What follows belongs to an exercise in optimizing a design on an open flow for small area and a short achievable clock period; a production flow would make more cautious choices.
Function was checked by simulation only, so behaviour that the tests miss may differ from the original.

==> run.sh <==
#!/bin/bash
# synth_recipe.tcl (not shown) runs the flow's synth.tcl, then flattens the netlist and writes it again
# the make line also repeats each setting of config.mk as NAME=value (left out here)
make -C /OpenROAD-flow-scripts/flow DESIGN_CONFIG=/design/flow/config.mk WORK_HOME=/design/flow/orfs CLKGATE_MAP_FILE= SYNTH_SCRIPT=/design/flow/synth_recipe.tcl finish
==> config.mk <==
export PLATFORM = sky130hd
export DESIGN_NAME = mem_hier_top
export DESIGN_NICKNAME = mem_hier_top
export VERILOG_FILES = /design/flow/design.v
export SDC_FILE = /design/flow/constraint.sdc
export NUM_CORES = 4
export LEC_CHECK = 0
export CAP_MARGIN = 20
export CORE_MARGIN = 2
export CORE_UTILIZATION = 40
export SLEW_MARGIN = 20
==> constraint.sdc <==
create_clock -name core_clock -period 5.5 [get_ports {clock}]
set_input_delay 1.1000 -clock core_clock [delete_from_list [all_inputs] [get_ports {clock}]]
set_output_delay 1.1000 -clock core_clock [all_outputs]
set_load 0.01 [all_outputs]
==> design.v <==
`timescale 1ns/100ps
`default_nettype none
package mem_hier_pkg;
  typedef logic [6-1:0] addr_t;   
  typedef logic [16-1:0] word_t;   
  typedef logic [6-$clog2(2)-1:0] l1_tag_t;
  typedef logic [$clog2(2)-1:0]         l1_way_t;   
  typedef logic [$clog2(8)-1:0] l2_slot_t;   
  typedef logic [$clog2(8)-1:0] l2_age_t;    
endpackage
`default_nettype wire
`default_nettype none
`timescale 1ns/100ps
module memory_fetch_stage (
  input  logic                clock,
  input  logic                reset,
  input  logic                i_read,       
  input  logic                i_write,      
  input  mem_hier_pkg::addr_t i_addr,
  input  mem_hier_pkg::word_t i_wdata,
  input  logic                i_wb_valid,   
  input  mem_hier_pkg::addr_t i_wb_addr,
  input  mem_hier_pkg::word_t i_wb_data,
  output logic                o_valid,      
  output logic                o_write,
  output mem_hier_pkg::addr_t o_addr,
  output mem_hier_pkg::word_t o_wdata,
  output mem_hier_pkg::word_t o_mem_word    
);
  mem_hier_pkg::word_t mem_q [0:64-1];   
  logic  req;                  
  logic  wb_fwd;               
  assign req    = i_read | i_write;
  assign wb_fwd = i_wb_valid && (i_wb_addr == i_addr);
  always_ff @(posedge clock or posedge reset)
  begin
    if (reset)
    begin
      for (int i = 0; i < 64; i++)
        mem_q[i] <= '0;   
    end
    else if (i_wb_valid)
    begin
      mem_q[i_wb_addr] <= i_wb_data;
    end
  end
  always_ff @(posedge clock or posedge reset)
  begin
    if (reset)
    begin
      o_valid <= 1'b0;
      o_write <= 1'b0;
    end
    else
    begin
      o_valid <= req;
      o_write <= i_write;
    end
  end
  always_ff @(posedge clock)
  begin
    if (req)
    begin
      o_addr  <= i_addr;
      o_wdata <= i_wdata;
      o_mem_word <= wb_fwd ? i_wb_data : mem_q[i_addr];
    end
  end
endmodule
`default_nettype wire
`default_nettype none
`timescale 1ns/100ps
module l1_cache (
  input  logic                clock,
  input  logic                reset,
  input  logic                i_valid,       
  input  logic                i_write,
  input  mem_hier_pkg::addr_t i_addr,
  input  mem_hier_pkg::word_t i_wdata,
  input  mem_hier_pkg::word_t i_fill_word,   
  output logic                o_hit,
  output mem_hier_pkg::word_t o_word         
);
  mem_hier_pkg::word_t   data_q  [0:2-1][0:2-1];
  mem_hier_pkg::l1_tag_t tag_q   [0:2-1][0:2-1];
  logic    valid_q [0:2-1][0:2-1];
  mem_hier_pkg::l1_way_t lru_q   [0:2-1];               
  logic                set_sel;              
  mem_hier_pkg::l1_tag_t             tag_in;
  logic [2-1:0] way_hit;
  mem_hier_pkg::l1_way_t             hit_way;
  mem_hier_pkg::l1_way_t             victim_way;
  mem_hier_pkg::l1_way_t             use_way;              
  assign set_sel = i_addr[0];
  assign tag_in  = i_addr[6-1:1];
  always_comb
  begin
    for (int w = 0; w < 2; w++)
      way_hit[w] = valid_q[set_sel][w] && (tag_q[set_sel][w] == tag_in);
  end
  assign o_hit   = |way_hit;
  assign hit_way = mem_hier_pkg::l1_way_t'(way_hit[1]);    
  assign o_word  = data_q[set_sel][hit_way];
  always_comb
  begin
    if (!valid_q[set_sel][0])
      victim_way = 1'b0;
    else if (!valid_q[set_sel][1])
      victim_way = 1'b1;
    else
      victim_way = lru_q[set_sel];
  end
  assign use_way = o_hit ? hit_way : victim_way;
  always_ff @(posedge clock or posedge reset)
  begin
    if (reset)
    begin
      for (int s = 0; s < 2; s++)
      begin
        lru_q[s] <= '0;
        for (int w = 0; w < 2; w++)
          valid_q[s][w] <= 1'b0;
      end
    end
    else if (i_valid)
    begin
      valid_q[set_sel][use_way] <= 1'b1;
      lru_q[set_sel]            <= ~use_way;   
    end
  end
  always_ff @(posedge clock)
  begin
    if (i_valid)
    begin
      if (!o_hit)
      begin
        data_q[set_sel][use_way] <= i_fill_word;   
        tag_q[set_sel][use_way]  <= tag_in;
      end
      else if (i_write)
      begin
        data_q[set_sel][use_way] <= i_wdata;       
      end
    end
  end
endmodule
`default_nettype wire
`default_nettype none
`timescale 1ns/100ps
module l2_cache (
  input  logic                clock,
  input  logic                reset,
  input  logic                i_valid,       
  input  logic                i_write,
  input  mem_hier_pkg::addr_t i_addr,
  input  mem_hier_pkg::word_t i_wdata,
  input  mem_hier_pkg::word_t i_fill_word,   
  input  logic                i_l1_hit,      
  output logic                o_hit,
  output mem_hier_pkg::word_t o_word,
  output logic                o_wb_valid,    
  output mem_hier_pkg::addr_t o_wb_addr,
  output mem_hier_pkg::word_t o_wb_data
);
  mem_hier_pkg::word_t   data_q  [0:8-1];
  mem_hier_pkg::addr_t   tag_q   [0:8-1];    
  logic    valid_q [0:8-1];
  logic    dirty_q [0:8-1];
  mem_hier_pkg::l2_age_t age_q   [0:8-1];
  logic     act;           
  mem_hier_pkg::l2_slot_t hit_slot;
  mem_hier_pkg::l2_slot_t victim_slot;
  mem_hier_pkg::l2_slot_t use_slot;
  mem_hier_pkg::l2_age_t  old_age;       
  logic     free_found;
  assign act = i_valid && (i_write || !i_l1_hit);
  always_comb
  begin
    o_hit    = 1'b0;
    hit_slot = '0;
    for (int i = 0; i < 8; i++)
    begin
      if (valid_q[i] && (tag_q[i] == i_addr))
      begin
        o_hit    = 1'b1;
        hit_slot = mem_hier_pkg::l2_slot_t'(i);
      end
    end
  end
  always_comb
  begin
    free_found  = 1'b0;
    victim_slot = '0;
    for (int i = 0; i < 8; i++)
    begin
      if (!valid_q[i] && !free_found)
      begin
        victim_slot = mem_hier_pkg::l2_slot_t'(i);
        free_found  = 1'b1;
      end
    end
    if (!free_found)
    begin
      for (int i = 0; i < 8; i++)
        if (age_q[i] == mem_hier_pkg::l2_age_t'(8-1))
          victim_slot = mem_hier_pkg::l2_slot_t'(i);
    end
  end
  assign use_slot = o_hit ? hit_slot : victim_slot;
  assign old_age  = o_hit ? age_q[hit_slot] : mem_hier_pkg::l2_age_t'(8-1);   
  assign o_word   = data_q[hit_slot];
  assign o_wb_valid = act && !o_hit && valid_q[victim_slot] && dirty_q[victim_slot];
  assign o_wb_addr  = tag_q[victim_slot];
  assign o_wb_data  = data_q[victim_slot];
  always_ff @(posedge clock or posedge reset)
  begin
    if (reset)
    begin
      for (int i = 0; i < 8; i++)
      begin
        valid_q[i] <= 1'b0;
        dirty_q[i] <= 1'b0;
        age_q[i]   <= '0;
      end
    end
    else if (act)
    begin
      for (int i = 0; i < 8; i++)
      begin
        if (mem_hier_pkg::l2_slot_t'(i) == use_slot)
          age_q[i] <= '0;                  
        else if (valid_q[i] && (age_q[i] < old_age))
          age_q[i] <= age_q[i] + 1'b1;     
      end
      valid_q[use_slot] <= 1'b1;
      if (!o_hit)
        dirty_q[use_slot] <= i_write;      
      else if (i_write)
        dirty_q[use_slot] <= 1'b1;
    end
  end
  always_ff @(posedge clock)
  begin
    if (act)
    begin
      if (!o_hit)
      begin
        tag_q[use_slot]  <= i_addr;
        data_q[use_slot] <= i_fill_word;
      end
      else if (i_write)
      begin
        data_q[use_slot] <= i_wdata;
      end
    end
  end
endmodule
`default_nettype wire
`default_nettype none
`timescale 1ns/100ps
module response_stage (
  input  logic                clock,
  input  logic                reset,
  input  logic                i_valid,
  input  logic                i_write,
  input  mem_hier_pkg::word_t i_wdata,
  input  mem_hier_pkg::word_t i_mem_word,    
  input  logic                i_l1_hit,
  input  mem_hier_pkg::word_t i_l1_word,
  input  logic                i_l2_hit,
  input  mem_hier_pkg::word_t i_l2_word,
  output mem_hier_pkg::word_t o_fill_word,   
  output logic                o_valid,
  output mem_hier_pkg::word_t o_rdata,
  output logic                o_hit_l1,
  output logic                o_hit_l2
);
  mem_hier_pkg::word_t resp_word;
  assign o_fill_word = i_write ? i_wdata : (i_l2_hit ? i_l2_word : i_mem_word);
  assign resp_word = (i_l1_hit && !i_write) ? i_l1_word : o_fill_word;
  always_ff @(posedge clock or posedge reset)
  begin
    if (reset)
    begin
      o_valid  <= 1'b0;
      o_hit_l1 <= 1'b0;
      o_hit_l2 <= 1'b0;
    end
    else
    begin
      o_valid  <= i_valid;                          
      o_hit_l1 <= i_valid && i_l1_hit;
      o_hit_l2 <= i_valid && !i_l1_hit && i_l2_hit;   
    end
  end
  always_ff @(posedge clock)
  begin
    if (i_valid)
      o_rdata <= resp_word;
  end
endmodule
`default_nettype wire
`default_nettype none
`timescale 1ns/100ps
module mem_hier_top (
  input  logic                clock,
  input  logic                reset,
  input  logic                i_read,
  input  logic                i_write,
  input  mem_hier_pkg::addr_t i_addr,
  input  mem_hier_pkg::word_t i_wdata,
  output logic                o_valid,    
  output mem_hier_pkg::word_t o_rdata,
  output logic                o_hit_l1,
  output logic                o_hit_l2
);
  logic  s1_valid;
  logic  s1_write;
  mem_hier_pkg::addr_t s1_addr;
  mem_hier_pkg::word_t s1_wdata;
  mem_hier_pkg::word_t s1_mem_word;
  logic  l1_hit;
  mem_hier_pkg::word_t l1_word;
  logic  l2_hit;
  mem_hier_pkg::word_t l2_word;
  mem_hier_pkg::word_t fill_word;
  logic  wb_valid;
  mem_hier_pkg::addr_t wb_addr;
  mem_hier_pkg::word_t wb_data;
  memory_fetch_stage u_fetch (
    .clock(clock), .reset(reset),
    .i_read(i_read), .i_write(i_write), .i_addr(i_addr), .i_wdata(i_wdata),
    .i_wb_valid(wb_valid), .i_wb_addr(wb_addr), .i_wb_data(wb_data),
    .o_valid(s1_valid), .o_write(s1_write), .o_addr(s1_addr),
    .o_wdata(s1_wdata), .o_mem_word(s1_mem_word)
  );
  l1_cache u_l1 (
    .clock(clock), .reset(reset),
    .i_valid(s1_valid), .i_write(s1_write), .i_addr(s1_addr), .i_wdata(s1_wdata),
    .i_fill_word(fill_word),
    .o_hit(l1_hit), .o_word(l1_word)
  );
  l2_cache u_l2 (
    .clock(clock), .reset(reset),
    .i_valid(s1_valid), .i_write(s1_write), .i_addr(s1_addr), .i_wdata(s1_wdata),
    .i_fill_word(fill_word), .i_l1_hit(l1_hit),
    .o_hit(l2_hit), .o_word(l2_word),
    .o_wb_valid(wb_valid), .o_wb_addr(wb_addr), .o_wb_data(wb_data)
  );
  response_stage u_resp (
    .clock(clock), .reset(reset),
    .i_valid(s1_valid), .i_write(s1_write), .i_wdata(s1_wdata), .i_mem_word(s1_mem_word),
    .i_l1_hit(l1_hit), .i_l1_word(l1_word), .i_l2_hit(l2_hit), .i_l2_word(l2_word),
    .o_fill_word(fill_word),
    .o_valid(o_valid), .o_rdata(o_rdata), .o_hit_l1(o_hit_l1), .o_hit_l2(o_hit_l2)
  );
endmodule
`default_nettype wire
==> flow_metrics.py <==
metrics = {
    "status": {
        "outcome": "timing/DRC/antenna clean",
    },
    "cts": {
        "cts_tree": "yes",
        "cts_num_sinks": 1390,
        "root_buffer": "clkbuf_16",
        "cts_resized": 0,
        "holdBufCountCts": 0,
        "clock_latency_ps": 820,
        "cts_setup_buffers": 0,
        "clk_pin_slew_ps": 60,
        "htree_levels": 4,
        "cts_buffers": 151,
        "clk_path_buf_depth": 3,
    },
    "timing": {
        "finClkSkew_ps": 56.5,
        "period_needed_ps": 5080,
        "setup_viol": 0,
        "fin_ws_ps": 424,
        "fin_crit_sh_pct": 92.3,
        "rsz0062_at_grt": "false",
        "fmax_mhz": 197,
        "relSlewSlack_pct": 13.9,
        "worst_pin_slew_ps": 1290,
        "hold_viol_final": 0,
        "maxSlewViolCount": 0,
        "finalSetupTns_ps": 0,
    },
    "cells_and_area": {
        "nNetsFinal": 4936,
        "layout-drive-gt1-share_pct": 34.1,
        "n_fill_cell": 13600,
        "syn_to_final_growth_pct": 16.7,
    },
    "critical_path": {
        "cp.arrival_ps": 5750,
        "worstPathMaxFanout": 17,
        "max_stage_delay_ps": 880,
        "crit_type": "reg2reg",
        "crit_path_start_kind": "register",
        "critPathRequiredTime_ps": 6180,
        "cp_slowest_cell": "edfxtp_1",
        "crit_chain": "xor2_1 -> nor4_1 -> nand4_1 -> nor4b_2 -> and2_0 -> o211a_2 -> nand2b_1 -> nor2b_1 -> nand2_1 -> buf_12 -> mux2_2",
        "crit_path_end_kind": "register",
    },
    "global_routing": {
        "grt_usage_pct": 31.8,
        "grt.overflow.total": 0,
        "grt_pass1_wl_um": 353000,
        "grt_pass1_vias": 43600,
        "grt_antenna_before_repair": 20,
        "grt_max_degree": 143,
    },
    "floorplan": {
        "die_y_um": 399,
        "rows": 145,
        "initial_core_util_pct": 40.1,
        "ioPinCount": 45,
        "fp.dieW_um": 399,
        "die_area_um2": 160000,
        "core_region_area_um2": 156000,
    },
    "synthesis": {
        "yosysWarnings": 10,
        "synth_nets": 4730,
        "synth-seq-area-share_pct": 58.1,
        "ys_seq_elements": 1390,
        "synth_top_cell_by_area": "dfrtp_1",
        "synth_ff_type": "dfrtp_1",
        "async_flop_share_pct": 77.3,
        "synth_top_area_share_pct": 43.0,
        "syn_area_um2": 62600,
        "avgSynthCellArea_um2": 13.4,
        "synth_area_leaders": "dfrtp_1, mux2_2, edfxtp_1",
        "synth_edf_count": 314,
        "synth_cell_type_count": 84,
        "syn_inst": 4672,
    },
    "run": {
        "drv_cap": 0,
    },
    "place": {
        "dp_slack_ps": 41.7,
        "hpwl_um": 169000,
        "port_buffers": 44,
        "gp_congestion": 1.01,
    },
    "detailed_routing": {
        "totalWireLength_um": 256000,
        "drt_iter0_markers": 6257,
        "vias": 45600,
        "wire_per_inst_um": 36.2,
        "route.detailed.drc": 0,
        "firstDrtPassIters": 6,
        "vias_per_cell": 6.46,
        "final_antenna_net_count": 0,
    },
    "min_path": {
        "hold_path.class": "reg2reg",
    },
}
[synth_stat cells, types with 13 or more instances]
library cell	count
dfrtp_1	1075
xnor2_1	35
buf_1	29
a211oi_1	40
clkbuf_1	223
a22o_1	153
a31oi_1	24
nor3_1	40
xor2_1	27
edfxtp_1	314
mux4_2	16
ha_1	32
mux2_2	952
nand4_1	87
mux2i_1	144
a222oi_1	16
nor2_4	16
nor4_1	13
a21oi_1	58
o21ai_0	47
buf_2	80
nor2_1	188
a22oi_1	186
a221oi_1	149
inv_1	21
mux2_1	98
nand2_1	273
nand2b_1	13
buf_4	14
nand3_1	139
a21o_1	33
[critical path, delay by kind of cell, from the launching register on]
kind | cells | cell delay [ps]
XOR/XNOR | 1 | 260
flip-flops | 1 | 880
buffers and inverters | 1 | 320
AND/OR/NAND/NOR | 7 | 2810
multiplexers | 1 | 280
AO/OA/AOI/OAI | 1 | 360
[per-layer routing]
metal | GRT usage, % | part of all wire (%) | vias to the layer above
met3 | 9.48 | 11 | 643
met1 | 43.3 | 40 | 24100
met4 | 15.2 | 5.7 | 16
met5 | 0 | 0.042 | -
met2 | 46.3 | 43 | 2858
li1 | - | - | 18000
[cells in the final DEF, fill, tap and decap left out, types with 58 or more instances in the layout]
| master | count |
|---|---|
| dfrtp_1 | 1074 |
| nand3_1 | 139 |
| nor2_2 | 58 |
| a22o_1 | 152 |
| clkbuf_16 | 157 |
| mux2_2 | 952 |
| mux2i_1 | 144 |
| buf_4 | 306 |
| nor2_1 | 124 |
| a22oi_1 | 186 |
| nand4_1 | 87 |
| a221oi_1 | 149 |
| nand2_1 | 272 |
| edfxtp_1 | 314 |
| mux2_1 | 98 |
[logic make-up after synthesis]
kind of cell / count (synthesis) / share of synthesized area [%]
flops: 1390 / 58.1
compound gates: 762 / 9.44
fa+ha+maj: 32 / 0.640
simple gates: 839 / 6.52
buf+inv: 376 / 2.61
xor+xnor: 62 / 0.868
mux: 1211 / 21.8
[through the flow]
step	cells	hold WS (ps)	utilization [%]	instance area, µm²
after global routing	7061	493	46.9	73000
final	7064	469	46.9	73000
after CTS	7059	470	46.8	73000
after global placement	6781	456	43.6	67900
after floorplan	4672	423	-	62600
after detailed placement	6781	456	43.6	67900
[registers in the layout, indices dropped and copies added, names as in the netlist, named ones only]
signal and count:
u_l1.tag_q 20, u_resp.o_hit_l1 1, u_fetch.o_mem_word 16, u_l2.data_q 128, u_fetch.o_addr 6, u_l1.valid_q 4
u_fetch.o_valid 1, u_l2.valid_q 8, u_l2.age_q 24, u_fetch.o_wdata 16, u_l1.data_q 64, u_l1.lru_q 2
u_fetch.mem_q 1024, u_resp.o_valid 1, u_fetch.o_write 1, u_resp.o_hit_l2 1, u_l2.tag_q 48, u_l2.dirty_q 8
u_resp.o_rdata 16
[path summary, 6_finish.rpt]
path	startpoint	endpoint	slack (ps)	cells past startpoint
worst max register to register	u_fetch.o_addr[2]	u_fetch.mem_q[45][1]	420	11
worst max-delay path	u_fetch.o_addr[2]	u_fetch.mem_q[45][1]	420	11
worst min register to register	u_l1.valid_q[1]	u_l1.valid_q[1]	470	2
worst min-delay path	u_l1.valid_q[1]	u_l1.valid_q[1]	470	2
max in group asynchronous	reset	u_fetch.o_write	3220	3
min in group asynchronous	reset	u_fetch.mem_q[52][15]	890	2
[layout make-up]
type / count / area, µm² / area share, %
diodes: 3 / 7.51 / 0.0103
clock buffers: 219 / 4400 / 6.03
repair buffers: 408 / 3880 / 5.32
multi-input cells: 2906 / 25100 / 34.3
flip-flops and latches: 1390 / 36400 / 49.8
inverters: 21 / 82.6 / 0.113
clock inverters: 59 / 654 / 0.896
well taps: 2058 / 2570 / 3.53

[separate check: timing with driven ports]
How much do the figures lean on ideal ports? The routed layout below was timed once more, with nothing changed but the port constraints. Step 1 assumes that a clkbuf_16 drives the clock port and a buf_2 every other input. Step 2 times the ports against the registers' clock, not the clock port: input delays grow and output delays shrink by t, the midpoint of the rising clock arrivals with the driver on. a / b / c = no drivers / after step 1 / after step 2; a / b = the first two.
t, ns: 0.872
setup slack, ns: 0.424 / 0.424 / -0.273
worst setup path after step 2: input to register
With both steps, setup timing fails in this run, where it was met with ideal ports. For this run, drivers alone change the setup slack by 0.000 ns; drivers and shift together by -0.697 ns.
